From an optimization exercise on the open Yosys and OpenROAD flow, aimed at small area, a short achievable clock period and few clock cycles; shortcuts taken in it are not production practice.
Where RTL was checked, it was by simulation tests only, not by an equivalence proof against the original.
Only the layout flow was run in runs 5 and 6; the RTL was not checked for function there.

File: design/flow/design.v
package mul_accel_pkg;
  typedef logic [31:0] word_t;
  typedef logic [31:0] addr_t;
  typedef logic [15:0] operand_t;
  typedef logic [3:0]  shift_t;
  typedef enum logic [2:0] {IDLE, RD_A, WT_A, RD_B, WT_B, FEED, DRAIN, WR_C} stream_state_e;
  localparam addr_t CsrShift  = 32'd0;
  localparam addr_t CsrCommit = 32'd1;
  localparam addr_t CsrCount  = 32'd2;
  localparam addr_t CsrBaseA  = 32'd0;
  localparam addr_t CsrBaseB  = 32'd1;
  localparam addr_t CsrBaseC  = 32'd2;
  localparam addr_t CsrLength = 32'd3;
  localparam addr_t CsrStart  = 32'd4;
  localparam addr_t CsrStatus = 32'd5;
endpackage
module mul_accel_top #(
  parameter int unsigned StreamerCsrNum = 6
) (
  input  logic  clk_i,
  input  logic  rst_n_i,
  input  mul_accel_pkg::addr_t csr_req_addr_i,
  input  mul_accel_pkg::word_t csr_req_data_i,
  input  logic  csr_req_write_i,
  input  logic  csr_req_valid_i,
  output logic  csr_req_ready_o,
  output mul_accel_pkg::word_t csr_rsp_data_o,
  output logic  csr_rsp_valid_o,
  input  logic  csr_rsp_ready_i,
  output mul_accel_pkg::addr_t tcdm_addr_o,
  output mul_accel_pkg::word_t tcdm_wdata_o,
  output logic  tcdm_write_o,
  output logic  tcdm_req_o,
  input  logic  tcdm_gnt_i,
  input  mul_accel_pkg::word_t tcdm_rdata_i,
  input  logic  tcdm_rvalid_i
);
  logic [31:0] base_a_q, base_b_q, base_c_q, len_q, count_q;
  logic [3:0]  shift_q, cshift_q;
  logic        rsp_valid_q;
  logic [6:0]  rsel_q;
  logic        st_a_q, st_b_q, st_c_q, st_t_q;
  logic        first_q, last_q;
  logic [31:0] idx_q;
  logic [31:0] addr_q;
  logic        ga_q, gb_q, s1_q, s2_q, cv_q;
  logic [15:0] a_q;
  logic [31:0] c_q;
  logic busy;
  assign busy = st_a_q | st_b_q | st_c_q | st_t_q;
  logic       req_fire, wr, hi_zero;
  logic [3:0] a4;
  logic       start;
  assign req_fire = csr_req_valid_i & ~rsp_valid_q;
  assign wr       = req_fire & csr_req_write_i;
  assign hi_zero  = csr_req_addr_i[31:4] == '0;
  assign a4       = csr_req_addr_i[3:0];
  assign start    = wr & hi_zero & (a4 == 4'd4) & ~busy & (len_q != '0);
  logic [6:0] rsel_d;
  logic       rd;
  assign rd = ~csr_req_write_i & hi_zero;
  assign rsel_d = {rd & (a4 == 4'd5) & busy, rd & (a4 == 4'd6), rd & (a4 == 4'd8),
                   rd & (a4 == 4'd3), rd & (a4 == 4'd2), rd & (a4 == 4'd1), rd & (a4 == 4'd0)};
  always_ff @(posedge clk_i or negedge rst_n_i) begin
    if (!rst_n_i) begin
      rsp_valid_q <= 1'b0;
    end else if (req_fire) begin
      rsp_valid_q <= 1'b1;
    end else if (csr_rsp_ready_i) begin
      rsp_valid_q <= 1'b0;
    end
  end
  always_ff @(posedge clk_i or negedge rst_n_i) begin
    if (!rst_n_i) begin
      cpend_q <= 1'b0;
    end else if (req_fire) begin
      cpend_q <= rsel_d[4];
    end else if (csr_rsp_ready_i) begin
      cpend_q <= 1'b0;
    end
  end
  always_ff @(posedge clk_i) begin
    if (req_fire) rsel_q <= rsel_d;
  end
  assign csr_rsp_data_o = ({32{rsel_q[0]}} & base_a_q) | ({32{rsel_q[1]}} & base_b_q) |
                          ({32{rsel_q[2]}} & base_c_q) | ({32{rsel_q[3]}} & len_q) |
                          ({32{rsel_q[4]}} & count_q) | ({32{rsel_q[5]}} & {28'd0, shift_q}) |
                          {31'd0, rsel_q[6]};
  assign csr_req_ready_o = ~rsp_valid_q;
  assign csr_rsp_valid_o = rsp_valid_q;
  always_ff @(posedge clk_i or negedge rst_n_i) begin
    if (!rst_n_i) begin
      base_a_q <= '0;
      base_b_q <= '0;
      base_c_q <= '0;
      len_q    <= '0;
      shift_q  <= '0;
      cshift_q <= '0;
    end else begin
      if (wr && hi_zero && !busy) begin
        if (a4 == 4'd0) base_a_q <= csr_req_data_i;
        if (a4 == 4'd1) base_b_q <= csr_req_data_i;
        if (a4 == 4'd2) base_c_q <= csr_req_data_i;
        if (a4 == 4'd3) len_q    <= csr_req_data_i;
        if (a4 == 4'd7) cshift_q <= shift_q;
      end
      if (wr && hi_zero && a4 == 4'd6) shift_q <= csr_req_data_i[3:0];
    end
  end
  logic gnt_a, gnt_b, gnt_c, adv_c, done;
  assign gnt_a = st_a_q & tcdm_gnt_i;
  assign gnt_b = st_b_q & tcdm_gnt_i;
  assign gnt_c = req_c & tcdm_gnt_i;
  assign adv_c = st_c_q & (first_q | gnt_c);
  assign done  = st_t_q & gnt_c;
  logic cnt_pend, cnt_hold, creq_q, dfr_q, req_c, cpend_q;
  assign cnt_pend = cpend_q;
  assign cnt_hold = cnt_pend | dfr_q;
  assign req_c    = (st_c_q | st_t_q) & cv_q & (creq_q | ~cnt_hold);
  always_ff @(posedge clk_i or negedge rst_n_i) begin
    if (!rst_n_i) begin
      count_q <= '0;
      creq_q  <= 1'b0;
      dfr_q   <= 1'b0;
    end else begin
      creq_q <= req_c & ~tcdm_gnt_i;
      if (!cnt_pend && (gnt_c || dfr_q)) begin
        count_q <= count_q + 32'd1;
        dfr_q   <= 1'b0;
      end else if (gnt_c) begin
        dfr_q   <= 1'b1;
      end
    end
  end
  function automatic logic sum_eq(input logic [31:0] x, input logic [31:0] y, input logic [31:0] k);
    logic ok;
    logic c;
    ok = 1'b1;
    c  = 1'b0;
    for (int i = 0; i < 32; i++) begin
      ok = ok & ((x[i] ^ y[i] ^ k[i]) == c);
      c  = (x[i] & y[i]) | ((x[i] ^ y[i]) & ~k[i]);
    end
    sum_eq = ok;
  endfunction
  logic [31:0] nbase;
  logic        ncin;
  logic [32:0] nsum;
  always_comb begin
    if (st_a_q) begin
      nbase = base_b_q;  ncin = 1'b1;
    end else if (st_b_q || (st_c_q && last_q)) begin
      nbase = base_c_q;  ncin = 1'b0;
    end else begin
      nbase = base_a_q;  ncin = 1'b1;
    end
  end
  assign nsum = {nbase, ncin} + {idx_q, 1'b1};
  always_ff @(posedge clk_i or negedge rst_n_i) begin
    if (!rst_n_i) begin
      st_a_q  <= 1'b0;
      st_b_q  <= 1'b0;
      st_c_q  <= 1'b0;
      st_t_q  <= 1'b0;
      first_q <= 1'b0;
      last_q  <= 1'b0;
      idx_q   <= '1;
      ga_q    <= 1'b0;
      gb_q    <= 1'b0;
      s1_q    <= 1'b0;
      s2_q    <= 1'b0;
      cv_q    <= 1'b0;
    end else begin
      ga_q <= gnt_a;
      gb_q <= gnt_b;
      if (start) begin
        st_a_q  <= 1'b1;
        first_q <= 1'b1;
      end
      if (gnt_a) begin
        st_a_q <= 1'b0;
        st_b_q <= 1'b1;
      end
      if (gnt_b) begin
        st_b_q <= 1'b0;
        st_c_q <= 1'b1;
        idx_q  <= idx_q + 32'd1;
        last_q <= sum_eq(idx_q, 32'd2, len_q);
      end
      if (adv_c) begin
        st_c_q  <= 1'b0;
        first_q <= 1'b0;
        if (last_q) st_t_q <= 1'b1;
        else        st_a_q <= 1'b1;
      end
      if (done) begin
        st_t_q <= 1'b0;
        idx_q  <= '1;
      end
      if (gb_q) s1_q <= 1'b1;
      else if (!cv_q) s1_q <= 1'b0;
      s2_q <= s1_q & ~cv_q;
      if (s2_q) cv_q <= 1'b1;
      else if (gnt_c) cv_q <= 1'b0;
    end
  end
  always_ff @(posedge clk_i) begin
    if (start | gnt_a | gnt_b | adv_c) addr_q <= nsum[32:1];
  end
  assign tcdm_req_o   = st_a_q | st_b_q | req_c;
  assign tcdm_write_o = st_c_q | st_t_q;
  assign tcdm_addr_o  = addr_q;
  logic        s1_fire;
  logic [7:0]  bhi_q;
  logic [3:0]  one_q, two_q, neg_q;
  logic        top_q;
  logic [7:0]  nbyte;
  logic [15:0] addend;
  logic [23:0] msum;
  assign s1_fire = s1_q & ~cv_q;
  assign nbyte   = gb_q ? tcdm_rdata_i[7:0] : bhi_q;
  assign addend  = s2_q ? c_q[31:16] : 16'd0;
  always_comb begin
    logic [23:0] acc;
    logic [16:0] sel;
    logic [23:0] row;
    acc = {8'd0, addend};
    for (int i = 0; i < 4; i++) begin
      sel = ({17{one_q[i]}} & {1'b0, a_q}) | ({17{two_q[i]}} & {a_q, 1'b0});
      row = {{7{neg_q[i]}}, sel ^ {17{neg_q[i]}}};
      acc = acc + (row << (2 * i)) + (24'(neg_q[i]) << (2 * i));
    end
    acc = acc + ({8'd0, {16{top_q}} & a_q} << 8);
    msum = acc;
  end
  always_ff @(posedge clk_i) begin
    if (ga_q) a_q <= tcdm_rdata_i[15:0];
    if (gb_q) bhi_q <= tcdm_rdata_i[15:8];
    if (gb_q | s1_fire) begin
      for (int i = 0; i < 4; i++) begin
        logic lo;
        lo = (i == 0) ? 1'b0 : nbyte[2*i-1];
        neg_q[i] <= nbyte[2*i+1];
        one_q[i] <= nbyte[2*i] ^ lo;
        two_q[i] <= (nbyte[2*i+1] & ~nbyte[2*i] & ~lo) | (~nbyte[2*i+1] & nbyte[2*i] & lo);
      end
      top_q <= nbyte[7];
    end
    if (s1_fire | s2_q) c_q[31:8] <= msum;
    if (s2_q) c_q[7:0] <= c_q[15:8];
  end
  assign tcdm_wdata_o = c_q >> cshift_q;
endmodule
File: design/flow/flow/run.sh
#!/bin/bash
set -euo pipefail
bash standard.sh "BUFFER_PORTS_ARGS=-buffer_cell sky130_fd_sc_hd__buf_1" finish > flow_make.log 2>&1
File: design/flow/standard.sh
#!/bin/bash
# synth_recipe.tcl (not shown) runs the flow's synth.tcl, then flattens the netlist and writes it again
# the make line also repeats each setting of config.mk as NAME=value (left out here)
make -C /OpenROAD-flow-scripts/flow DESIGN_CONFIG=/design/flow/config.mk WORK_HOME=/design/flow/orfs CLKGATE_MAP_FILE= SYNTH_SCRIPT=/design/flow/synth_recipe.tcl "${@:-finish}"
File: design/flow/config.mk
export PLATFORM = sky130hd
export DESIGN_NAME = mul_accel_top
export DESIGN_NICKNAME = mul_accel_top
export VERILOG_FILES = /design/flow/design.v
export SDC_FILE = /design/flow/constraint.sdc
export NUM_CORES = 4
export LEC_CHECK = 0
export CAP_MARGIN = 20
export CORE_MARGIN = 8
export CORE_UTILIZATION = 40
export CTS_BUF_LIST = sky130_fd_sc_hd__clkbuf_16
export CTS_CLUSTER_DIAMETER = 100
export CTS_CLUSTER_SIZE = 20
export PLACE_DENSITY = 0.6
export SETUP_SLACK_MARGIN = 4
export SLEW_MARGIN = 20
File: design/flow/constraint.sdc
create_clock -name core_clock -period 8.0 [get_ports {clk_i}]
set_input_delay 1.6000 -clock core_clock [delete_from_list [all_inputs] [get_ports {clk_i}]]
set_output_delay 1.6000 -clock core_clock [all_outputs]
set_load 0.01 [all_outputs]
==> reports/qor.yml, run 1 <==
status: "finished clean"
clkLatencyLatePin_ns: 0.57
synth-async-reset-ratio: 0.6677
top_level_ports: 203
die-width_um: 249.4
arrival_ns: 4.63
min_period_over_period: 0.5401
grt_pass1_wl_um: 99200
setup_tns_ns: 0
critPathLaunchType: "register"
worstMarginPinSlew_ns: 1.085
path_clk_slew_ns: 0.09
maxCapViolCount: 0
gp_congestion: 0.8873
hold_start: "count_q[31]"
r2r-start: "one_q[2]"
die_y_um: 249.4
synth_area_leaders: "dfrtp_1 21%, edfxtp_1 15%, mux2_2 7.3%, xnor2_1 6.5%, fa_1 6.2%"
dp_hpwl_um: 45340
holdPathEnd: "count_q[31]"
yosysMostFrequentCell: "nand2_1"
design.core.area_um2: 53810
synth_seq_cells: 322
crit_required_ns: 8.31
fin_worst_skew_ns: 0.04527
yosys_warnings: 1
min_period_ns: 4.321
cts_sinks: 322
hp-class: "register to register"
start_util: 0.4049
cts-root-buf: "clkbuf_16"
cts_made_buffers: 21
clock.fmax_ghz: 0.2314
synth-edff-count: 107
cts_tree: "built"
grt_use_total: 0.1977
drive_gt1_frac: 0.2014
hold_violations: 0
routedWlPerCell_um: 21.24
ff2ff_path_depth: 16
die_area_um2: 62200
grt_setup_unrepaired: "yes"
antenna_found_initial: 6
io_buffers: 185
clockBufferDepth: 3
grt_max_degree: 174
setup_violations: 0
critPathCaptureType: "register"
globalRouteOverflowTotal: 0
nFillCells: 5002
ys_seq_area_frac: 0.3962
syn_to_final_growth_pct: 15.70
synth.distinct_cells: 64
grt_pass1_vias: 16941
drc_errors: 0
core.rowCount: 85
vias: 16795
placed_cell_area_um2: 23210
synth.top_cells.by_count: "203 x nand2_1, 183 x dfrtp_1, 162 x xnor2_1, 144 x inv_1, 142 x mux2_2"
r2r_setup_slack_ns: 3.68
reg2reg_to: "c_q[31]"
htreeDepth: 1
synth_top_area_cell: "dfrtp_1"
slew_viol_final: 0
yosysTopAreaCellShare: 0.2102
syn_area_per_cell_um2: 10.55
relSlewSlack: 0.2746
routed_wirelength_um: 63200
crit_type: "register to register"
ant_nets: 0
syn_inst: 2065
dominantRegCellSynth: "dfrtp_1"
via_per_inst: 5.645
hold_buffers: 0
path_max_fanout: 6
nNetsFinal: 2530
syn-num-nets: 2336
synth.cell_area_um2: 21790
fin_area_um2: 25210
drt-pass1-iter-count: 5
worstHoldPathCells: 1
dr.first_iter.drc_count: 1375
[kinds of logic after synthesis]
family,after synthesis,synth area share
DFF,322,0.3962
and+or+nand+nor,493,0.1097
adders and majority gates,168,0.1196
AOI/OAI and AO/OA,384,0.1206
xor gates and xnor gates,207,0.08321
muxes,232,0.1251
buffers and inverters,259,0.04560
[layer usage]
layer | part of all wire | up-vias | global-route usage
met5 | 0.00065 | - | 0
met4 | 0.020 | 6 | 0.04984
met3 | 0.058 | 75 | 0.02764
met2 | 0.46 | 536 | 0.3109
met1 | 0.47 | 8388 | 0.2846
li1 | - | 7790 | -
[worst max-delay path by stage]
stage / startpoint / end / slack [ns] / cells past startpoint
5_1_grt: one_q[2] / c_q[28] / 3.54 / 15
3_3_place_gp: st_b_q / addr_q[31] / 3.31 / 12
2_1_floorplan: neg_q[0] / c_q[30] / 3.84 / 15
3_5_place_dp: st_b_q / addr_q[31] / 3.33 / 12
6_report: one_q[2] / c_q[31] / 3.68 / 16
4_1_cts: one_q[2] / c_q[30] / 3.70 / 15
[sequential cells by signal (all words and copies together), names as in the netlist, 3 cells and up]
register	count
addr_q	32
base_a_q	32
base_b_q	32
base_c_q	32
c_q	32
count_q	32
idx_q	32
len_q	32
a_q	16
bhi_q	8
rsel_q	7
cshift_q	4
one_q	4
shift_q	4
two_q	4
neg_q	3
[metrics by stage]
step,setup slack [ns],hold slack [ns],cells,utilization
after floorplan,3.836,0.4432,2065,-
after global placement,3.310,0.4631,2853,0.4313
after detailed placement,3.333,0.4771,2853,0.4313
after CTS,3.696,0.4948,2954,0.4602
after global routing,3.543,0.5135,2972,0.4683
final,3.679,0.4899,2975,0.4684
[critical path, stage by stage (launching register included)]
cell	delay [ns]
edfxtp_1	0.55
buf_6	0.20
a22oi_2	0.19
xnor2_1	0.11
fa_1	0.55
inv_2	0.05
fa_1	0.48
fa_1	0.50
inv_2	0.05
ha_4	0.21
a21o_1	0.17
a21oi_2	0.15
nor2b_2	0.07
o211ai_1	0.28
nand3b_1	0.23
mux2i_1	0.16
and4_1	0.15
[final cells by class]
type | count | area (µm²) | share of cell area
Clock inverter | 16 | 87.58 | 0.003474
Multi-Input combinational cell | 1484 | 12780 | 0.5071
Timing Repair inverter | 1 | 7.507 | 0.0002978
Inverter | 145 | 558.0 | 0.02214
Clock buffer | 22 | 550.5 | 0.02184
Antenna cell | 5 | 12.51 | 0.0004963
Sequential cell | 322 | 8640 | 0.3427
Tap cell | 696 | 870.8 | 0.03454
Timing Repair Buffer | 284 | 1698 | 0.06735
[cell usage in the layout (no fill, tap or decap), types with 10 or more instances in the layout]
| cell type | count |
|---|---|
| a21o_1 | 32 |
| a21oi_1 | 51 |
| a21oi_2 | 14 |
| a222oi_1 | 29 |
| a22oi_1 | 79 |
| a22oi_2 | 19 |
| a31oi_1 | 10 |
| and2_1 | 30 |
| and3_1 | 16 |
| and4_1 | 10 |
| buf_1 | 172 |
| buf_12 | 11 |
| buf_4 | 74 |
| buf_6 | 11 |
| clkbuf_16 | 23 |
| dfrtp_1 | 178 |
| dfstp_2 | 32 |
| edfxtp_1 | 107 |
| fa_1 | 66 |
| ha_1 | 87 |
| ha_4 | 10 |
| inv_1 | 148 |
| mux2_2 | 141 |
| mux2i_1 | 59 |
| mux4_2 | 18 |
| nand2_1 | 203 |
| nand2b_1 | 10 |
| nand3_1 | 39 |
| nand4_1 | 29 |
| nor2_1 | 61 |
| nor2b_1 | 10 |
| nor3_1 | 26 |
| nor4_1 | 24 |
| o21a_1 | 10 |
| o21ai_0 | 45 |
| o21ai_1 | 14 |
| o21ai_2 | 11 |
| or3_1 | 10 |
| xnor2_1 | 159 |
| xor2_1 | 43 |
[repair_timing]
item,4_1_cts,5_1_grt
gates cloned,3,1
setup endpoints to repair,63,49
pin swaps,18,19
resized for setup,92,90
setup buffers,60,15
Testbench counts, summed over its fixed seeds: cycles 11,462.
==> run 2, diff against run 1 <==
--- a/design/flow/config.mk
+++ b/design/flow/config.mk
@@ -14,3 +14,3 @@
 export PLACE_DENSITY = 0.6
-export SETUP_SLACK_MARGIN = 4
+export SETUP_SLACK_MARGIN = 3.6
 export SLEW_MARGIN = 20
==> run 2 against run 1 <==
Global-route usage down 0.63 points. Synthesized cell count unchanged. Still clean on timing, DRC and antenna. Clock skew down 0.025 ns. Die area unchanged.
==> reports/qor.yml, run 2 <==
hold_start: "count_q[31]"  # unchanged
syn-num-nets: 2336  # unchanged
r2r_setup_slack_ns: 3.63  # was 3.68 ns
synth_xor_area_frac: 0.08321  # unchanged
drive_gt1_frac: 0.1686  # was 0.2014
worstHoldPathCells: 1  # unchanged
setup_violations: 0  # unchanged
maxCapViolCount: 0  # unchanged
syn_area_per_cell_um2: 10.55  # unchanged
synthMuxAreaShare: 0.1251  # unchanged
cts_made_buffers: 21  # unchanged
clock.fmax_ghz: 0.2289  # was 0.2314 GHz
path_max_fanout: 6  # unchanged
die_y_um: 249.4  # unchanged
path_cells: "buf_6 -> a22oi_2 -> xnor2_2 -> fa_1 -> inv_2 -> fa_1 -> inv_2 -> ha_4 -> ha_4 -> fa_2 -> a21o_1 -> nand4_1 -> a21oi_2 -> o2111ai_2 -> nand3b_1 -> mux2i_1 -> and4_1"  # was buf_6 -> a22oi_2 -> xnor2_1 -> fa_1 -> inv_2 -> fa_1 -> fa_1 -> inv_2 -> ha_4 -> a21o_1 -> a21oi_2 -> nor2b_2 -> o211ai_1 -> nand3b_1 -> mux2i_1 -> and4_1
top_level_ports: 203  # unchanged
hold_buffers: 0  # unchanged
io_buffers: 185  # unchanged
arrival_ns: 4.68  # was 4.63 ns
critPathLaunchType: "register"  # unchanged
clockBufferDepth: 3  # unchanged
dr.first_iter.drc_count: 1205  # was 1,375
synth-simple-area-share: 0.1097  # unchanged
design.core.area_um2: 53810  # unchanged
start_util: 0.4049  # unchanged
cts_sinks: 322  # unchanged
hp-class: "register to register"  # unchanged
cp_slowest_stage_delay_ns: 0.54  # was 0.55 ns
grt_max_degree: 175  # was 174
vias: 16597  # was 16,795
gp_congestion: 0.8424  # was 0.8873
grt_use_total: 0.1914  # was 0.1977
cp_num_buf_inv: 3  # unchanged
r2r-start: "one_q[0]"  # was one_q[2]
nNetsFinal: 2510  # was 2,530
grt_setup_unrepaired: "yes"  # unchanged
routed_wirelength_um: 61580  # was 63,200 µm
hold_violations: 0  # unchanged
die_area_um2: 62200  # unchanged
min_period_ns: 4.369  # was 4.321 ns
synth.top_cells.by_count: "203 x nand2_1, 183 x dfrtp_1, 162 x xnor2_1, 144 x inv_1, 142 x mux2_2"  # unchanged
core.rowCount: 85  # unchanged
worstMarginPinSlew_ns: 1.197  # was 1.085 ns
ant_nets: 0  # unchanged
synth.cell_area_um2: 21790  # unchanged
setup_tns_ns: 0  # unchanged
cts-root-buf: "clkbuf_16"  # unchanged
yosysMostFrequentCell: "nand2_1"  # unchanged
min_period_over_period: 0.5461  # was 0.5401
synthAdderAreaFrac: 0.1196  # unchanged
ys_seq_area_frac: 0.3962  # unchanged
grt_pass1_wl_um: 96270  # was 99,200 µm
relSlewSlack: 0.2018  # was 0.2746
crit_type: "register to register"  # unchanged
syn_to_final_growth_pct: 12.73  # was 15.70%
crit_family: "adder cells"  # unchanged
dominantRegCellSynth: "dfrtp_1"  # unchanged
drt-pass1-iter-count: 8  # was 5
synth_seq_cells: 322  # unchanged
cts_tree: "built"  # unchanged
yosys_warnings: 1  # unchanged
dp_hpwl_um: 44930  # was 45,340 µm
synth_compound_area_frac: 0.1206  # unchanged
cp_slowest_cell: "edfxtp_1"  # unchanged
drc_errors: 0  # unchanged
critPathCaptureType: "register"  # unchanged
routedWlPerCell_um: 20.86  # was 21.24 µm
reg2reg_to: "c_q[31]"  # unchanged
final_cell_mix: "203 x nand2_1, 184 x buf_1, 180 x dfrtp_1, 156 x xnor2_1, 148 x inv_1"  # was 203 x nand2_1, 178 x dfrtp_1, 172 x buf_1, 159 x xnor2_1, 148 x inv_1
ff2ff_path_depth: 17  # was 16
die-width_um: 249.4  # unchanged
synth.distinct_cells: 64  # unchanged
antenna_found_initial: 6  # unchanged
final_common_cell: "nand2_1"  # unchanged
grt_pass1_vias: 16576  # was 16,941
yosysTopAreaCellShare: 0.2102  # unchanged
htreeDepth: 1  # unchanged
status: "finished clean"  # unchanged
synth_area_leaders: "dfrtp_1 21%, edfxtp_1 15%, mux2_2 7.3%, xnor2_1 6.5%, fa_1 6.2%"  # unchanged
fin_worst_skew_ns: 0.02025  # was 0.04527 ns
slew_viol_final: 0  # unchanged
via_per_inst: 5.622  # was 5.645
globalRouteOverflowTotal: 0  # unchanged
crit_required_ns: 8.31  # about the same
synth_top_area_cell: "dfrtp_1"  # unchanged
synth-async-reset-ratio: 0.6677  # unchanged
syn_inst: 2065  # unchanged
synth-edff-count: 107  # unchanged
synth_top_family_by_area: "multiplexers"  # unchanged
path_clk_slew_ns: 0.09  # about the same
holdPathEnd: "count_q[31]"  # unchanged
clkLatencyLatePin_ns: 0.55  # was 0.57 ns
[run 2: worst max-delay path by stage]
stage | start | end | slack, ns | depth (start not counted)
global route | one_q[0] | c_q[31] | 3.47 | 17
floorplan | neg_q[0] | c_q[30] | 3.62 | 15
CTS | one_q[1] | c_q[30] | 3.60 | 15
detailed placement | one_q[1] | c_q[30] | 3.13 | 14
global placement | one_q[1] | c_q[30] | 3.16 | 14
finish | one_q[0] | c_q[31] | 3.63 | 17
[run 2: logic make-up (layout without fill, tap and decap cells)]
| logic type | after synthesis | in the layout |
|---|---|---|
| other cells | 0 | 2 |
| buf+inv | 259 | 448 |
| flops | 322 | 322 |
| mux | 232 | 232 |
| xor+xnor | 207 | 207 |
| fa+ha+maj | 168 | 168 |
| simple gates | 493 | 493 |
| compound gates | 384 | 384 |
[run 2: timing repair]
action | 4_1_cts | 5_1_grt
pin swaps | 7 | 38
setup endpoints to repair | 42 | 17
cloned | 1 | 0
buffers inserted | 30 | 28
gates resized for setup | 25 | 71
[run 2: through the flow]
stage | instances | hold slack, ns | setup WS, ns | util | instance area [µm²]
floorplan | 2065 | 0.4432 | 3.624 | - | 21830
global placement | 2853 | 0.4629 | 3.156 | 0.4293 | 23100
detailed placement | 2853 | 0.4656 | 3.128 | 0.4293 | 23100
CTS | 2922 | 0.4928 | 3.599 | 0.4466 | 24030
global route | 2950 | 0.5061 | 3.466 | 0.4563 | 24560
finish | 2952 | 0.4925 | 3.631 | 0.4564 | 24560
[run 2: cell type report]
| class | instances | area (µm²) |
|---|---|---|
| antenna | 2 | 5.005 |
| tap | 696 | 870.8 |
| clock buffer | 21 | 525.5 |
| clock inverter | 17 | 91.34 |
| inverter | 145 | 555.5 |
| multi-input combinational | 1484 | 12500 |
| timing repair buffer | 264 | 1365 |
| sequential | 322 | 8637 |
| timing repair inverter | 1 | 7.507 |
| fill | 5098 | 29250 |
[run 2: layer usage]
metal / vias to the layer above / global-route usage / share of wire
li1: 7755 / - / -
met1: 8331 / 0.2706 / 0.47
met2: 435 / 0.3127 / 0.46
met3: 68 / 0.02515 / 0.052
met4: 8 / 0.03847 / 0.017
met5: - / 0 / 0.00084
[run 2: worst register-to-register path, cell delays in order (launching register included)]
cell	delay, ns
edfxtp_1	0.54
buf_6	0.19
a22oi_2	0.21
xnor2_2	0.11
fa_1	0.52
inv_2	0.04
fa_1	0.51
inv_2	0.05
ha_4	0.16
ha_4	0.16
fa_2	0.39
a21o_1	0.23
nand4_1	0.15
a21oi_2	0.10
o2111ai_2	0.26
nand3b_1	0.20
mux2i_1	0.16
and4_1	0.18
==> run 3, diff against run 2 <==
--- a/design/flow/config.mk
+++ b/design/flow/config.mk
@@ -9,3 +9,3 @@
 export CORE_MARGIN = 8
-export CORE_UTILIZATION = 40
+export CORE_UTILIZATION = 60
 export CTS_BUF_LIST = sky130_fd_sc_hd__clkbuf_16
@@ -13,4 +13,4 @@
 export CTS_CLUSTER_SIZE = 20
-export PLACE_DENSITY = 0.6
-export SETUP_SLACK_MARGIN = 3.6
+export PLACE_DENSITY = 0.75
+export SETUP_SLACK_MARGIN = 3.8
 export SLEW_MARGIN = 20
==> run 3 against run 2 <==
Via count increased by 2.3%. Routed wire length decreased by 3.8%. Non-clock buffer count rose by 6. Largest cell class unchanged. Highest routed layer unchanged.
==> reports/qor.yml, run 3 <==
synth.top_cells.by_count: "203 x nand2_1, 183 x dfrtp_1, 162 x xnor2_1, 144 x inv_1, 142 x mux2_2"  # unchanged
grt_setup_unrepaired: "yes"  # unchanged
syn-num-nets: 2336  # unchanged
maxCapViolCount: 0  # unchanged
routed_wirelength_um: 59230  # was 61,580 µm
gp_congestion: 0.8911  # was 0.8424
grt_pass1_wl_um: 90960  # was 96,270 µm
synth_seq_cells: 322  # unchanged
htreeDepth: 1  # unchanged
min_period_over_period: 0.5440  # was 0.5461
cp_slowest_cell: "fa_1"  # was edfxtp_1
die_area_um2: 42670  # was 62,200 µm²
top_level_ports: 203  # unchanged
clock.fmax_ghz: 0.2298  # was 0.2289 GHz
yosys_warnings: 1  # unchanged
globalRouteOverflowTotal: 0  # unchanged
synth.cell_area_um2: 21790  # unchanged
hold_violations: 0  # unchanged
crit_family: "adder cells"  # unchanged
cts_tree: "built"  # unchanged
die-width_um: 206.6  # was 249.4 µm
cp_slowest_stage_delay_ns: 0.51  # was 0.54 ns
synth-async-reset-ratio: 0.6677  # unchanged
cts-root-buf: "clkbuf_16"  # unchanged
synth.distinct_cells: 64  # unchanged
syn_area_per_cell_um2: 10.55  # unchanged
drive_gt1_frac: 0.1643  # was 0.1686
cp_num_buf_inv: 3  # unchanged
path_max_fanout: 10  # was 6
critPathCaptureType: "register"  # unchanged
design.core.area_um2: 36170  # was 53,810 µm²
dominantRegCellSynth: "dfrtp_1"  # unchanged
drt-pass1-iter-count: 6  # was 8
grt_use_total: 0.2727  # was 0.1914
setup_tns_ns: 0  # unchanged
hp-class: "register to register"  # unchanged
slew_viol_final: 0  # unchanged
path_clk_slew_ns: 0.09  # about the same
routedWlPerCell_um: 21.70  # was 20.86 µm
crit_required_ns: 8.40  # was 8.31 ns
fin_area_um2: 24320  # was 24,560 µm²
syn_inst: 2065  # unchanged
critPathLaunchType: "register"  # unchanged
cts_made_buffers: 20  # was 21
yosysMostFrequentCell: "nand2_1"  # unchanged
drc_errors: 0  # unchanged
fin_worst_skew_ns: 0.02429  # was 0.02025 ns
relSlewSlack: 0.2591  # was 0.2018
synth-edff-count: 107  # unchanged
cts_sinks: 322  # unchanged
final_common_cell: "nand2_1"  # unchanged
worstMarginPinSlew_ns: 1.111  # was 1.197 ns
ant_nets: 0  # unchanged
critical_path.most_common_cell: "fa_1"
setup_violations: 0  # unchanged
vias: 16977  # was 16,597
grt_pass1_vias: 16793  # was 16,576
final_cell_mix: "202 x nand2_1, 184 x buf_1, 180 x dfrtp_1, 159 x xnor2_1, 153 x inv_1"  # was 203 x nand2_1, 184 x buf_1, 180 x dfrtp_1, 156 x xnor2_1, 148 x inv_1
die_y_um: 206.6  # was 249.4 µm
dp_hpwl_um: 42650  # was 44,930 µm
placed_cell_area_um2: 22830  # was 23,100 µm²
ys_seq_area_frac: 0.3962  # unchanged
min_period_ns: 4.352  # was 4.369 ns
nNetsFinal: 2515  # was 2,510
status: "finished clean"  # unchanged
clkLatencyLatePin_ns: 0.55  # about the same
io_buffers: 185  # unchanged
synth_top_area_cell: "dfrtp_1"  # unchanged
clockBufferDepth: 3  # unchanged
arrival_ns: 4.76  # was 4.68 ns
syn_to_final_growth_pct: 11.62  # was 12.73%
core.rowCount: 70  # was 85
dr.first_iter.drc_count: 1937  # was 1,205
start_util: 0.6024  # was 0.4049
synth_area_leaders: "dfrtp_1 21%, edfxtp_1 15%, mux2_2 7.3%, xnor2_1 6.5%, fa_1 6.2%"  # unchanged
path_cells: "buf_6 -> buf_4 -> a22oi_1 -> xnor2_1 -> fa_1 -> inv_1 -> fa_1 -> fa_1 -> ha_1 -> a2111oi_1 -> a21o_1 -> o31ai_4 -> or4_1 -> nand3_1"  # was buf_6 -> a22oi_2 -> xnor2_2 -> fa_1 -> inv_2 -> fa_1 -> inv_2 -> ha_4 -> ha_4 -> fa_2 -> a21o_1 -> nand4_1 -> a21oi_2 -> o2111ai_2 -> nand3b_1 -> mux2i_1 -> and4_1
crit_type: "register to register"  # unchanged
via_per_inst: 6.219  # was 5.622
grt_max_degree: 187  # was 175
antenna_found_initial: 6  # unchanged
yosysTopAreaCellShare: 0.2102  # unchanged
==> run 3: cell count changes in the layout (fill, tap and decap cells not counted), sizes merged <==
cell and change:
buf +5, clkinv +1, clkinvlp -2, diode +2
==> run 3: timing repair <==
action | CTS | global route
setup endpoints to repair | 59 | 32
pin swaps | 4 | 17
gates cloned | 1 | 0
gates resized for setup | 30 | 45
buffers inserted | 44 | 24
hold buffers | 0 | 0
hold endpoints to repair | 0 | 0
==> run 3: final timing paths <==
| kind | endpoint | depth (start not counted) | slack (ns) | from |
|---|---|---|---|---|
| min in group asynchronous | idx_q[27] | 1 | 1.30 | rst_n_i |
| hold reg to reg | c_q[0] | 0 | 0.50 | c_q[8] |
| max in group asynchronous | st_a_q | 2 | 5.53 | rst_n_i |
| hold / removal | c_q[0] | 0 | 0.50 | c_q[8] |
| setup / recovery | c_q[28] | 14 | 3.65 | one_q[1] |
| setup reg to reg | c_q[28] | 14 | 3.65 | one_q[1] |
==> run 3: kinds of logic after synthesis <==
logic type               Yosys count  share of synthesized area
XOR/XNOR                         207                    0.08321
buffers and inverters            259                    0.04560
flip-flops                       322                     0.3962
AO/OA/AOI/OAI                    384                     0.1206
adder cells (fa/ha/maj)          168                     0.1196
AND/OR/NAND/NOR                  493                     0.1097
multiplexers                     232                     0.1251
==> run 3: worst register-to-register path, delay by kind of cell (launching register included) <==
family | cells | cell delay [ns]
buf+inv | 3 | 0.37
fa+ha+maj | 4 | 1.90
xor+xnor | 1 | 0.12
flops | 1 | 0.39
simple gates | 2 | 0.51
compound gates | 4 | 0.93
==> run 3: stage by stage <==
stage	cells	utilization	worst slack (ns)	hold slack, ns
CTS	2702	0.6621	3.660	0.4887
detailed placement	2621	0.6311	2.844	0.4604
finish	2730	0.6723	3.648	0.4953
floorplan	2065	-	3.808	0.4432
global route	2730	0.6723	3.482	0.5153
global placement	2621	0.6311	2.841	0.4628
==> run 3: routing by layer <==
metal / GRT usage / share of wire / vias to the layer above
met2: 0.4162 / 0.44 / 769
met4: 0.08918 / 0.030 / 4
li1: - / - / 7751
met5: 0 / 0.00042 / -
met3: 0.06149 / 0.097 / 112
met1: 0.3829 / 0.43 / 8341
==> run 3: layout make-up <==
cell class | instances | area [µm²]
multi-input combinational | 1484 | 12490
sequential | 322 | 8637
tap | 468 | 585.6
antenna | 4 | 10.01
clock buffer | 20 | 500.5
inverter | 145 | 550.5
fill | 2735 | 11850
timing repair buffer | 270 | 1456
timing repair inverter | 1 | 7.507
clock inverter | 16 | 86.33
==> run 4, diff against run 3 <==
--- a/design/flow/config.mk
+++ b/design/flow/config.mk
@@ -9,3 +9,3 @@
 export CORE_MARGIN = 8
-export CORE_UTILIZATION = 60
+export CORE_UTILIZATION = 40
 export CTS_BUF_LIST = sky130_fd_sc_hd__clkbuf_16
@@ -13,3 +13,3 @@
 export CTS_CLUSTER_SIZE = 20
-export PLACE_DENSITY = 0.75
+export PLACE_DENSITY = 0.6
 export SETUP_SLACK_MARGIN = 3.8
==> run 4 against run 3 <==
Critical path depth up 3. Maximum frequency up 1.5%. Via count down 0.45%. Still clean. Sequential share of layout area down 0.83 points. Utilization down 21 points. Count of clock-buffer cells in the layout up 4. Flip-flop and latch count unchanged. Register-to-register slack better by 0.07 ns.
==> reports/qor.yml, run 4 <==
die-width_um: 249.4  # was 206.6 µm
worstMarginPinSlew_ns: 1.015  # was 1.111 ns
placed_cell_area_um2: 23120  # was 22,830 µm²
ys_seq_area_frac: 0.3962  # unchanged
die_y_um: 249.4  # was 206.6 µm
clkLatencyLatePin_ns: 0.56  # was 0.55 ns
die_area_um2: 62200  # was 42,670 µm²
setup.worst_path.start: "a_q[1]"  # was one_q[1]
dominantRegCellSynth: "dfrtp_1"  # unchanged
synth-simple-area-share: 0.1097  # unchanged
cts_made_buffers: 22  # was 20
nFillCells: 5013  # was 2,735
r2r_setup_slack_ns: 3.71  # was 3.65 ns
status: "finished clean"  # unchanged
path_clk_slew_ns: 0.08  # was 0.09 ns
drive_gt1_frac: 0.1793  # was 0.1643
grt_pass1_wl_um: 96220  # was 90,960 µm
clockBufferDepth: 3  # unchanged
min_period_over_period: 0.5358  # was 0.5440
hold_violations: 0  # unchanged
yosysMostFrequentCell: "nand2_1"  # unchanged
fin_worst_skew_ns: 0.02444  # was 0.02429 ns
routedWlPerCell_um: 20.81  # was 21.70 µm
cts-root-buf: "clkbuf_16"  # unchanged
critPathCaptureType: "register"  # unchanged
globalRouteOverflowTotal: 0  # unchanged
worstSetupPathDepth: 17  # was 14
core.rowCount: 85  # was 70
synth-async-reset-ratio: 0.6677  # unchanged
drt-pass1-iter-count: 5  # was 6
grt_setup_unrepaired: "yes"  # unchanged
synthAdderAreaFrac: 0.1196  # unchanged
setup_violations: 0  # unchanged
synth-edff-count: 107  # unchanged
io_buffers: 185  # unchanged
grt_pass1_vias: 16851  # was 16,793
vias: 16901  # was 16,977
cp_slowest_cell: "edfxtp_1"  # was fa_1
grt_use_total: 0.1912  # was 0.2727
synth_compound_area_frac: 0.1206  # unchanged
yosys_warnings: 1  # unchanged
grt_max_degree: 169  # was 187
slew_viol_final: 0  # unchanged
crit_required_ns: 8.32  # was 8.40 ns
critPathLaunchType: "register"  # unchanged
synth.distinct_cells: 64  # unchanged
cp_num_buf_inv: 3  # unchanged
min_period_ns: 4.286  # was 4.352 ns
final_cell_mix: "203 x nand2_1, 184 x buf_1, 180 x dfrtp_1, 158 x xnor2_1, 142 x mux2_2"  # was 202 x nand2_1, 184 x buf_1, 180 x dfrtp_1, 159 x xnor2_1, 153 x inv_1
clock.fmax_ghz: 0.2333  # was 0.2298 GHz
crit_type: "register to register"  # unchanged
antenna_found_initial: 8  # was 6
regArea_um2: 8640  # was 8637 µm²
synth_top_area_cell: "dfrtp_1"  # unchanged
synthMuxAreaShare: 0.1251  # unchanged
start_util: 0.4049  # was 0.6024
syn-num-nets: 2336  # unchanged
post-place-ws_ns: 2.811  # was 2.844 ns
top_level_ports: 203  # unchanged
syn_to_final_growth_pct: 14.33  # was 11.62%
synth_area_leaders: "dfrtp_1 21%, edfxtp_1 15%, mux2_2 7.3%, xnor2_1 6.5%, fa_1 6.2%"  # unchanged
cts_sinks: 322  # unchanged
setup_tns_ns: 0  # unchanged
arrival_ns: 4.60  # was 4.76 ns
fin_ws_ns: 3.714  # was 3.648 ns
synth_seq_cells: 322  # unchanged
synth.cell_area_um2: 21790  # unchanged
routed_wirelength_um: 61820  # was 59,230 µm
reg2reg_to: "c_q[31]"  # was c_q[28]
nNetsFinal: 2531  # was 2,515
synth_top_family_by_area: "multiplexers"  # unchanged
htreeDepth: 1  # unchanged
ff2ff_path_depth: 17  # was 14
final_common_cell: "nand2_1"  # unchanged
yosysTopAreaCellShare: 0.2102  # unchanged
path_cells: "buf_4 -> a22oi_2 -> xnor2_1 -> fa_1 -> inv_1 -> fa_1 -> inv_1 -> ha_1 -> ha_1 -> fa_2 -> a21o_1 -> nand4_1 -> a21oi_2 -> o2111ai_2 -> nand3b_1 -> mux2i_1 -> and4_1"  # was buf_6 -> buf_4 -> a22oi_1 -> xnor2_1 -> fa_1 -> inv_1 -> fa_1 -> fa_1 -> ha_1 -> a2111oi_1 -> a21o_1 -> o31ai_4 -> or4_1 -> nand3_1
synth_xor_area_frac: 0.08321  # unchanged
cp_slowest_stage_delay_ns: 0.53  # was 0.51 ns
path_max_fanout: 7  # was 10
cp-endpoint: "c_q[31]"  # was c_q[28]
syn_area_per_cell_um2: 10.55  # unchanged
design.core.area_um2: 53810  # was 36,170 µm²
relSlewSlack: 0.3165  # was 0.2591
cts_tree: "built"  # unchanged
crit_family: "adder cells"  # unchanged
dr.first_iter.drc_count: 1454  # was 1,937
dp_hpwl_um: 44780  # was 42,650 µm
hp-class: "register to register"  # unchanged
fin_area_um2: 24910  # was 24,320 µm²
syn_inst: 2065  # unchanged
via_per_inst: 5.691  # was 6.219
drc_errors: 0  # unchanged
synth.top_cells.by_count: "203 x nand2_1, 183 x dfrtp_1, 162 x xnor2_1, 144 x inv_1, 142 x mux2_2"  # unchanged
r2r-start: "a_q[1]"  # was one_q[1]
multi_input_area_um2: 12560  # was 12,490 µm²
ant_nets: 0  # unchanged
maxCapViolCount: 0  # unchanged
gp_congestion: 0.8917  # was 0.8911
## run 4: changes by cell type in the layout (fill, tap and decap cells not counted), sizes merged
cell / previous run / this run
buf: 268 / 282
inv: 157 / 150
clkbuf: 22 / 26
clkinvlp: 2 / 3
## run 4: area by class of cell
cell class                 instances  area share
multi-input combinational       1484      0.5042
clock buffer                      24     0.02411
timing repair inverter             1   0.0003014
inverter                         145     0.02215
tap                              696     0.03496
clock inverter                    10    0.003566
sequential                       322      0.3468
antenna                            4   0.0004018
timing repair buffer             284     0.06344
## run 4: kinds of logic (layout without fill, tap and decap cells)
logic type | after synthesis | count (layout)
AOI/OAI and AO/OA | 384 | 384
muxes | 232 | 232
and+or+nand+nor | 493 | 493
adders and majority gates | 168 | 168
other | 0 | 4
xor gates and xnor gates | 207 | 207
DFF | 322 | 322
buffers and inverters | 259 | 464
## run 4: worst reg2reg max path: stages, from the launching register on
cell,delay [ns]
edfxtp_1,0.53
buf_4,0.20
a22oi_2,0.13
xnor2_1,0.11
fa_1,0.48
inv_1,0.05
fa_1,0.53
inv_1,0.05
ha_1,0.19
ha_1,0.22
fa_2,0.37
a21o_1,0.20
nand4_1,0.14
a21oi_2,0.11
o2111ai_2,0.25
nand3b_1,0.20
mux2i_1,0.16
and4_1,0.14
## run 4: how the worst min path moves through the flow
stage / from / endpoint / slack, ns / cells past startpoint
after floorplan: c_q[8] / c_q[0] / 0.44 / 0
after global placement: s1_q / s1_q / 0.46 / 1
after detailed placement: s1_q / s1_q / 0.47 / 1
after CTS: count_q[31] / count_q[31] / 0.49 / 1
after global routing: c_q[8] / c_q[0] / 0.51 / 0
final: count_q[31] / count_q[31] / 0.49 / 1
## run 4: metal layers
layer	vias up	share of wire	global-route usage
li1	7806	-	-
met1	8424	0.45	0.2614
met2	552	0.45	0.3043
met3	111	0.072	0.03835
met4	8	0.030	0.05753
met5	-	0.00094	0
## run 4: per-stage QoR
stage,util,std cells,hold slack (ns)
detailed placement,0.4297,2850,0.4700
floorplan,-,2065,0.4432
finish,0.4629,2970,0.4884
CTS,0.4529,2938,0.4860
global placement,0.4297,2850,0.4622
global route,0.4628,2968,0.5070
## run 4: timing repair
| item | CTS | global route |
|---|---|---|
| endpoints found under the setup margin | 58 | 30 |
| hold buffers | 0 | 0 |
| gates resized for setup | 24 | 71 |
| buffers inserted | 53 | 27 |
| cloned | 1 | 0 |
| pin swaps | 5 | 26 |
==> run 5, diff against run 4 <==
--- a/design/flow/design.v
+++ b/design/flow/design.v
@@ -166,3 +166,2 @@
       last_q  <= 1'b0;
-      idx_q   <= '1;
       ga_q    <= 1'b0;
@@ -186,3 +185,2 @@
         st_c_q <= 1'b1;
-        idx_q  <= idx_q + 32'd1;
         last_q <= sum_eq(idx_q, 32'd2, len_q);
@@ -197,3 +195,2 @@
         st_t_q <= 1'b0;
-        idx_q  <= '1;
       end
@@ -205,2 +202,6 @@
     end
+  end
+  always_ff @(posedge clk_i) begin
+    if (!busy) idx_q <= '1;
+    else if (gnt_b) idx_q <= idx_q + 32'd1;
   end
@@ -235,15 +236,23 @@
   end
-  always_ff @(posedge clk_i) begin
-    if (ga_q) a_q <= tcdm_rdata_i[15:0];
+  logic [3:0] one_d, two_d, neg_d;
+  logic       ld_enc;
+  always_comb begin
+    for (int i = 0; i < 4; i++) begin
+      logic lo;
+      lo = (i == 0) ? 1'b0 : nbyte[2*i-1];
+      neg_d[i] = nbyte[2*i+1];
+      one_d[i] = nbyte[2*i] ^ lo;
+      two_d[i] = (nbyte[2*i+1] & ~nbyte[2*i] & ~lo) | (~nbyte[2*i+1] & nbyte[2*i] & lo);
+    end
+  end
+  assign ld_enc = gb_q | s1_fire;
+  always_ff @(posedge clk_i) begin
+    a_q   <= ({16{ga_q}} & tcdm_rdata_i[15:0]) | ({16{~ga_q}} & a_q);
+    one_q <= ({4{ld_enc}} & one_d) | ({4{~ld_enc}} & one_q);
+    two_q <= ({4{ld_enc}} & two_d) | ({4{~ld_enc}} & two_q);
+    neg_q <= ({4{ld_enc}} & neg_d) | ({4{~ld_enc}} & neg_q);
+    top_q <= (ld_enc & nbyte[7]) | (~ld_enc & top_q);
+  end
+  always_ff @(posedge clk_i) begin
     if (gb_q) bhi_q <= tcdm_rdata_i[15:8];
-    if (gb_q | s1_fire) begin
-      for (int i = 0; i < 4; i++) begin
-        logic lo;
-        lo = (i == 0) ? 1'b0 : nbyte[2*i-1];
-        neg_q[i] <= nbyte[2*i+1];
-        one_q[i] <= nbyte[2*i] ^ lo;
-        two_q[i] <= (nbyte[2*i+1] & ~nbyte[2*i] & ~lo) | (~nbyte[2*i+1] & nbyte[2*i] & lo);
-      end
-      top_q <= nbyte[7];
-    end
     if (s1_fire | s2_q) c_q[31:8] <= msum;
==> run 5 against run 4 <==
Still clean. Area after synthesis is 2.8% lower. Utilization is 0.13 points lower. Sequential share of layout area grew 0.19 points. Critical path type unchanged.
==> reports/qor.yml, run 5 <==
status: "finished clean"  # unchanged
routedWlPerCell_um: 20.91  # was 20.81 µm
worstHoldPathCells: 0  # was 1
vias: 16082  # was 16,901
gp_congestion: 0.8543  # was 0.8917
synth.top_cells.by_count: "188 x nand2_1, 183 x dfrtp_1, 141 x xnor2_1, 140 x mux2_2, 107 x edfxtp_1"  # was 203 x nand2_1, 183 x dfrtp_1, 162 x xnor2_1, 144 x inv_1, 142 x mux2_2
top_level_ports: 203  # unchanged
cts_tree: "built"  # unchanged
grt_pass1_vias: 15909  # was 16,851
drive_gt1_frac: 0.1706  # was 0.1793
grt_setup_unrepaired: "yes"  # unchanged
cts_sinks: 322  # unchanged
arrival_ns: 4.77  # was 4.60 ns
die-width_um: 246.1  # was 249.4 µm
hold_buffers: 0  # unchanged
clockBufferDepth: 3  # unchanged
drt-pass1-iter-count: 8  # was 5
reg2reg_to: "c_q[29]"  # was c_q[31]
relSlewSlack: 0.4157  # was 0.3165
dp_hpwl_um: 43070  # was 44,780 µm
synth_area_leaders: "dfrtp_1 22%, edfxtp_1 15%, mux2_2 7.4%, fa_1 6.3%, ha_1 6.0%"  # was dfrtp_1 21%, edfxtp_1 15%, mux2_2 7.3%, xnor2_1 6.5%, fa_1 6.2%
synth-async-reset-ratio: 0.5683  # was 0.6677
die_y_um: 246.1  # was 249.4 µm
critPathCaptureType: "register"  # unchanged
design.core.area_um2: 52450  # was 53,810 µm²
min_period_over_period: 0.5593  # was 0.5358
slew_viol_final: 0  # unchanged
setup_tns_ns: 0  # unchanged
antenna_found_initial: 6  # was 8
grt_pass1_wl_um: 91620  # was 96,220 µm
fin_area_um2: 24210  # was 24,910 µm²
dp.cells: 2754  # was 2,850
holdPathEnd: "c_q[4]"  # was count_q[31]
nNetsFinal: 2431  # was 2,531
dominantRegCellSynth: "dfrtp_1"  # unchanged
yosysTopAreaCellShare: 0.2163  # was 0.2102
ff2ff_path_depth: 18  # was 17
syn_to_final_growth_pct: 14.33  # about the same
core.rowCount: 84  # was 85
setup_violations: 0  # unchanged
clock.fmax_ghz: 0.2235  # was 0.2333 GHz
placed_cell_area_um2: 22600  # was 23,120 µm²
crit_type: "register to register"  # unchanged
synth.cell_area_um2: 21180  # was 21,790 µm²
htreeDepth: 1  # unchanged
globalRouteOverflowTotal: 0  # unchanged
worstMarginPinSlew_ns: 0.8765  # was 1.015 ns
syn_area_per_cell_um2: 10.75  # was 10.55 µm²
synth.distinct_cells: 79  # was 64
synth_seq_cells: 322  # unchanged
fin_worst_skew_ns: 0.03605  # was 0.02444 ns
path_max_fanout: 5  # was 7
drc_errors: 0  # unchanged
critPathLaunchType: "register"  # unchanged
start_util: 0.4038  # was 0.4049
ant_nets: 0  # unchanged
synth_top_area_cell: "dfrtp_1"  # unchanged
cts-root-buf: "clkbuf_16"  # unchanged
min_period_ns: 4.474  # was 4.286 ns
routed_wirelength_um: 59940  # was 61,820 µm
grt_max_degree: 184  # was 169
cts_made_buffers: 21  # was 22
crit_required_ns: 8.30  # was 8.32 ns
io_buffers: 185  # unchanged
final_cell_mix: "186 x nand2_1, 185 x buf_1, 180 x dfrtp_1, 140 x xnor2_1, 140 x mux2_2"  # was 203 x nand2_1, 184 x buf_1, 180 x dfrtp_1, 158 x xnor2_1, 142 x mux2_2
clkLatencyLatePin_ns: 0.56  # about the same
final_common_cell: "nand2_1"  # unchanged
hp-class: "register to register"  # unchanged
die_area_um2: 60560  # was 62,200 µm²
dr.first_iter.drc_count: 1270  # was 1,454
yosys_warnings: 1  # unchanged
hold_start: "c_q[12]"  # was count_q[31]
grt_use_total: 0.1895  # was 0.1912
ys_seq_area_frac: 0.3983  # was 0.3962
syn-num-nets: 2240  # was 2,336
synth-edff-count: 107  # unchanged
maxCapViolCount: 0  # unchanged
path_clk_slew_ns: 0.09  # was 0.08 ns
r2r_setup_slack_ns: 3.53  # was 3.71 ns
instances_no_fill: 2866  # was 2,970
hold_violations: 0  # unchanged
yosysMostFrequentCell: "nand2_1"  # unchanged
via_per_inst: 5.611  # was 5.691
syn_inst: 1969  # was 2,065
run 5: cell count changes after synthesis, sizes merged, moves of 6 or more:
cell	change
inv	-41
dfstp	-32
dfxtp	+32
xnor2	-21
xor2	+19
nand2	-14
and2	-11
a21o	-10
a31oi	-8
a21oi	-7
and4	-6
nand3	+6
run 5: how the worst max path moves through the flow:
| stage | startpoint | to | cells after the start |
|---|---|---|---|
| 2_1_floorplan | register | c_q[29] | 19 |
| 3_3_place_gp | register | c_q[30] | 15 |
| 3_5_place_dp | register | c_q[30] | 15 |
| 4_1_cts | register | c_q[30] | 16 |
| 5_1_grt | register | c_q[29] | 18 |
| 6_report | register | c_q[29] | 18 |
run 5: layer usage:
| metal | GRT usage | part of all wire | wire length (µm) |
|---|---|---|---|
| met1 | 0.2654 | 0.45 | 27070 |
| met2 | 0.3093 | 0.47 | 27990 |
| met3 | 0.03097 | 0.066 | 3949 |
| met4 | 0.03449 | 0.015 | 882 |
| met5 | 0 | 0.00060 | 36 |
run 5: what timing repair did:
| item | in CTS | in global routing |
|---|---|---|
| buffers inserted | 40 | 27 |
| endpoints found under the setup margin | 56 | 27 |
| gates cloned | 1 | 2 |
| pin swaps | 1 | 37 |
| gates resized for setup | 25 | 69 |
run 5: logic make-up after synthesis:
kind of cell / share of synthesized area
adder cells (fa/ha/maj): 0.1230
multiplexers: 0.1277
AO/OA/AOI/OAI: 0.1143
AND/OR/NAND/NOR: 0.1132
flip-flops: 0.3983
buffers and inverters: 0.03870
XOR/XNOR: 0.08479
run 5: final cells by class:
type / instances / area (µm²)
Fill cell: 4875 / 28240
Multi-Input combinational cell: 1433 / 12310
Sequential cell: 322 / 8442
Timing Repair Buffer: 276 / 1536
Tap cell: 688 / 860.8
Clock buffer: 22 / 550.5
Inverter: 105 / 401.6
Clock inverter: 16 / 93.84
Timing Repair inverter: 1 / 7.507
Antenna cell: 3 / 7.507
run 5: per-stage QoR:
| step | hold slack (ns) | util | setup slack (ns) |
|---|---|---|---|
| floorplan | 0.4432 | - | 3.721 |
| global placement | 0.4599 | 0.4308 | 2.981 |
| detailed placement | 0.4709 | 0.4308 | 2.988 |
| CTS | 0.4905 | 0.4513 | 3.476 |
| global route | 0.5105 | 0.4615 | 3.392 |
| finish | 0.4865 | 0.4616 | 3.526 |
run 5: critical path, cell delays in order, from the launching register on:
cell	delay (ns)
edfxtp_1	0.41
buf_6	0.16
a22oi_2	0.18
xnor2_1	0.10
fa_1	0.53
inv_2	0.05
fa_2	0.55
inv_1	0.04
ha_2	0.19
ha_4	0.16
fa_2	0.38
a21o_1	0.20
a21boi_2	0.19
o21ai_2	0.11
a31o_4	0.29
a2111oi_4	0.32
o31ai_1	0.10
a21oi_1	0.17
xnor2_1	0.09
==> run 6, diff against run 5 <==
--- a/design/flow/design.v
+++ b/design/flow/design.v
@@ -38,3 +38,4 @@
   logic [31:0] base_a_q, base_b_q, base_c_q, len_q, count_q;
-  logic [3:0]  shift_q, cshift_q;
+  logic [3:0]  shift_q;
+  logic [3:0]  shl_q, shh_q;
   logic        rsp_valid_q;
@@ -97,3 +98,4 @@
       shift_q  <= '0;
-      cshift_q <= '0;
+      shl_q    <= 4'b0001;
+      shh_q    <= 4'b0001;
     end else begin
@@ -104,3 +106,6 @@
         if (a4 == 4'd3) len_q    <= csr_req_data_i;
-        if (a4 == 4'd7) cshift_q <= shift_q;
+        if (a4 == 4'd7) begin
+          shl_q <= 4'b0001 << shift_q[1:0];
+          shh_q <= 4'b0001 << shift_q[3:2];
+        end
       end
@@ -249,7 +254,9 @@
   always_ff @(posedge clk_i) begin
-    a_q   <= ({16{ga_q}} & tcdm_rdata_i[15:0]) | ({16{~ga_q}} & a_q);
-    one_q <= ({4{ld_enc}} & one_d) | ({4{~ld_enc}} & one_q);
-    two_q <= ({4{ld_enc}} & two_d) | ({4{~ld_enc}} & two_q);
-    neg_q <= ({4{ld_enc}} & neg_d) | ({4{~ld_enc}} & neg_q);
-    top_q <= (ld_enc & nbyte[7]) | (~ld_enc & top_q);
+    if (ga_q) a_q <= tcdm_rdata_i[15:0];
+    if (ld_enc) begin
+      one_q <= one_d;
+      two_q <= two_d;
+      neg_q <= neg_d;
+      top_q <= nbyte[7];
+    end
   end
@@ -260,3 +267,15 @@
   end
-  assign tcdm_wdata_o = c_q >> cshift_q;
+  logic [31:0] shl_c;
+  always_comb begin
+    for (int i = 0; i < 32; i++) begin
+      shl_c[i] = 1'b0;
+      tcdm_wdata_o[i] = 1'b0;
+    end
+    for (int i = 0; i < 32; i++)
+      for (int k = 0; k < 4; k++)
+        if (i + k < 32) shl_c[i] = shl_c[i] | (shl_q[k] & c_q[i+k]);
+    for (int i = 0; i < 32; i++)
+      for (int k = 0; k < 4; k++)
+        if (i + 4 * k < 32) tcdm_wdata_o[i] = tcdm_wdata_o[i] | (shh_q[k] & shl_c[i+4*k]);
+  end
 endmodule
==> run 6 against run 5 <==
Worst setup slack improved by 0.14 ns. Sequential share of layout area increased by 0.10 points. Via count increased by 6.4%. Worst hold slack got worse by 0.0026 ns. Cell count increased by 3.0%. Clock skew decreased by 0.0066 ns. Synthesized cell count increased by 5.7%. Utilization decreased by 0.58 points. Routed wire length increased by 5.2%. Count of clock-buffer cells in the layout unchanged. Non-clock buffer count decreased by 8. Largest cell class unchanged.
==> reports/qor.yml, run 6 <==
dp_hpwl_um: 45450  # was 43,070 µm
drc_errors: 0  # unchanged
critPathLaunchType: "register"  # unchanged
dominantRegCellSynth: "dfrtp_1"  # unchanged
dr.first_iter.drc_count: 1498  # was 1,270
synth-simple-area-share: 0.1148  # was 0.1132
hp-class: "register to register"  # unchanged
hold_start: "s1_q"  # was c_q[12]
ys_seq_area_frac: 0.3946  # was 0.3983
clockBufferDepth: 3  # unchanged
htreeDepth: 1  # unchanged
nNetsFinal: 2510  # was 2,431
vias: 17106  # was 16,082
grt_pass1_vias: 17141  # was 15,909
synth-async-reset-ratio: 0.5736  # was 0.5683
cts_sinks: 326  # was 322
grt_setup_unrepaired: "yes"  # unchanged
yosys_warnings: 1  # unchanged
dp.cells: 2845  # was 2,754
setup_tns_ns: 0  # unchanged
via_per_inst: 5.793  # was 5.611
antenna_found_initial: 6  # unchanged
clock.fmax_ghz: 0.2308  # was 0.2235 GHz
crit_required_ns: 8.43  # was 8.30 ns
drive_gt1_frac: 0.1434  # was 0.1706
syn_to_final_growth_pct: 12.94  # was 14.33%
io_buffers: 185  # unchanged
synthAdderAreaFrac: 0.1204  # was 0.1230
grt_use_total: 0.1957  # was 0.1895
clkLatencyLatePin_ns: 0.56  # about the same
maxCapViolCount: 0  # unchanged
instances_no_fill: 2953  # was 2,866
yosysMostFrequentCell: "nand2_1"  # unchanged
grt_max_degree: 72  # was 184
synth.distinct_cells: 69  # was 79
cts_made_buffers: 21  # unchanged
synthMuxAreaShare: 0.09538  # was 0.1277
synth_top_area_cell: "dfrtp_1"  # unchanged
yosysTopAreaCellShare: 0.2140  # was 0.2163
worstMarginPinSlew_ns: 0.9938  # was 0.8765 ns
drt-pass1-iter-count: 8  # unchanged
min_period_over_period: 0.5415  # was 0.5593
path_clk_slew_ns: 0.10  # was 0.09 ns
synth_top_family_by_area: "compound AO/OA/AOI/OAI gates"  # was multiplexers
fin_area_um2: 24430  # was 24,210 µm²
routedWlPerCell_um: 21.35  # was 20.91 µm
synth.top_cells.by_count: "231 x nand2_1, 197 x a22oi_1, 185 x dfrtp_1, 140 x xnor2_1, 112 x clkbuf_1"  # was 188 x nand2_1, 183 x dfrtp_1, 141 x xnor2_1, 140 x mux2_2, 107 x edfxtp_1
min_period_ns: 4.332  # was 4.474 ns
syn-num-nets: 2353  # was 2,240
status: "finished clean"  # unchanged
hold_buffers: 0  # unchanged
final_common_cell: "nand2_1"  # unchanged
syn_area_per_cell_um2: 10.39  # was 10.75 µm²
ant_nets: 0  # unchanged
fin_ws_ns: 3.668  # was 3.526 ns
relSlewSlack: 0.3305  # was 0.4157
synth_area_leaders: "dfrtp_1 21%, edfxtp_1 15%, a22oi_1 6.8%, fa_1 6.2%, ha_1 5.8%"  # was dfrtp_1 22%, edfxtp_1 15%, mux2_2 7.4%, fa_1 6.3%, ha_1 6.0%
setup.worst_path.start: "a_q[7]"
design.core.area_um2: 53600  # was 52,450 µm²
synth-edff-count: 107  # unchanged
synth_seq_cells: 326  # was 322
die_y_um: 248.5  # was 246.1 µm
cts-root-buf: "clkbuf_16"  # unchanged
die-width_um: 248.5  # was 246.1 µm
crit_type: "register to register"  # unchanged
whs_ns: 0.4839  # was 0.4865 ns
fin_worst_skew_ns: 0.02944  # was 0.03605 ns
path_max_fanout: 6  # was 5
synth_compound_area_frac: 0.1483  # was 0.1143
post-place-ws_ns: 3.052  # was 2.988 ns
top_level_ports: 203  # unchanged
gp_congestion: 0.8886  # was 0.8543
core.rowCount: 85  # was 84
setup_violations: 0  # unchanged
r2r_setup_slack_ns: 3.67  # was 3.53 ns
cts_tree: "built"  # unchanged
die_area_um2: 61770  # was 60,560 µm²
final_cell_mix: "231 x nand2_1, 184 x buf_1, 182 x a22oi_1, 181 x dfrtp_1, 139 x xnor2_1"  # was 186 x nand2_1, 185 x buf_1, 180 x dfrtp_1, 140 x xnor2_1, 140 x mux2_2
routed_wirelength_um: 63030  # was 59,940 µm
critPathCaptureType: "register"  # unchanged
hold_violations: 0  # unchanged
grt_pass1_wl_um: 98790  # was 91,620 µm
synth.cell_area_um2: 21630  # was 21,180 µm²
synth_xor_area_frac: 0.08179  # was 0.08479
globalRouteOverflowTotal: 0  # unchanged
arrival_ns: 4.76  # was 4.77 ns
syn_inst: 2082  # was 1,969
placed_cell_area_um2: 22880  # was 22,600 µm²
start_util: 0.4035  # was 0.4038
r2r-start: "a_q[7]"
slew_viol_final: 0  # unchanged
run 6: cell count changes after synthesis, sizes merged, moves of 8 or more:
cell    previous run  this run
clkbuf            85       112
and3              19        27
nand2            189       231
a31oi              2        10
nor2              66        41
mux2i             70        43
a21o              22        30
o21ai             72        81
and4               4        13
mux4              18         0
a22oi             98       197
o21a              12         4
run 6: logic make-up after synthesis:
group | Yosys count
multiplexers | 178
AO/OA/AOI/OAI | 460
buffers and inverters | 240
adder cells (fa/ha/maj) | 168
XOR/XNOR | 202
AND/OR/NAND/NOR | 508
flip-flops | 326
run 6: through the flow:
| step | util |
|---|---|
| global placement | 0.4263 |
| finish | 0.4558 |
| detailed placement | 0.4268 |
| floorplan | - |
| CTS | 0.4509 |
| global route | 0.4557 |
run 6: per-layer routing:
layer / routed length [µm] / part of all wire / vias to the layer above / track usage
li1: - / - / 7869 / -
met1: 26980 / 0.43 / 8598 / 0.2497
met2: 30640 / 0.49 / 542 / 0.3399
met3: 3392 / 0.054 / 93 / 0.02576
met4: 1996 / 0.032 / 4 / 0.06460
met5: 27 / 0.00043 / - / 0
run 6: critical path, cell delays in order (launching register included):
cell	delay [ns]
edfxtp_1	0.53
buf_4	0.20
a22oi_2	0.13
xnor2_1	0.10
fa_1	0.48
inv_1	0.05
fa_1	0.54
fa_1	0.46
ha_4	0.27
and3_1	0.20
a221oi_4	0.29
o21ai_2	0.12
a31oi_4	0.21
o21ai_4	0.11
or4_4	0.43
nand3_2	0.08
run 6: final timing paths:
path	endpoint	cells after the start
max	c_q[29]	15
max in group asynchronous	base_b_q[16]	2
min reg2reg	s1_q	1
min	s1_q	1
min in group asynchronous	base_b_q[30]	1
max reg2reg	c_q[29]	15
run 6: timing repair:
action | CTS | global route
endpoints found under the setup margin | 22 | 22
cloned | 0 | 0
resized for setup | 44 | 29
pin swaps | 15 | 27
hold endpoints to repair | 0 | 0
setup buffers | 53 | 13
run 6: cell type report:
cell class	instances	area, µm²
Inverter	106	405.4
Clock buffer	22	550.5
Antenna cell	4	10.01
Tap cell	696	870.8
Multi-Input combinational cell	1516	12550
Fill cell	5091	29170
Sequential cell	326	8543
Clock inverter	15	86.33
Timing Repair Buffer	268	1411

re-timing with driven ports:
In the flow no input, the clock included, has a driving cell. The finished layouts below were timed again as built, in two steps.
Step 1 sets driving cells, clkbuf_16 on the clock port and buf_2 on the other inputs (assumed; they add their load-dependent delay and slew).
Step 2 adds t to the input delays and takes it off the output delays; t is the mean of the earliest and latest rising clock arrival at the registers after step 1. Input paths then give back, and output paths get back, about the clock's delay inside the block.
a / b / c = ideal ports / drivers / drivers and shift; a / b = the first two.
run | t (ns) | setup WS [ns] | hold slack, ns | clock arrival spread, ns | slew at the worst register clock pin (ns)
run 1 | 0.601 | 3.679 / 3.679 / 3.679 | 0.490 / 0.490 / 0.490 | 0.045 / 0.045 | 0.09 / 0.09
run 2 | 0.596 | 3.631 / 3.631 / 3.631 | 0.492 / 0.492 / 0.492 | 0.021 / 0.022 | 0.09 / 0.09
run 3 | 0.589 | 3.648 / 3.648 / 3.648 | 0.495 / 0.495 / 0.495 | 0.037 / 0.038 | 0.09 / 0.09
run 4 | 0.603 | 3.714 / 3.714 / 3.714 | 0.488 / 0.488 / 0.488 | 0.031 / 0.031 | 0.09 / 0.09
run 5 | 0.607 | 3.526 / 3.526 / 3.526 | 0.486 / 0.486 / 0.486 | 0.036 / 0.036 | 0.09 / 0.09
run 6 | 0.603 | 3.668 / 3.668 / 3.668 | 0.484 / 0.484 / 0.484 | 0.029 / 0.029 | 0.10 / 0.10
After both steps setup and hold are still met in every run listed.
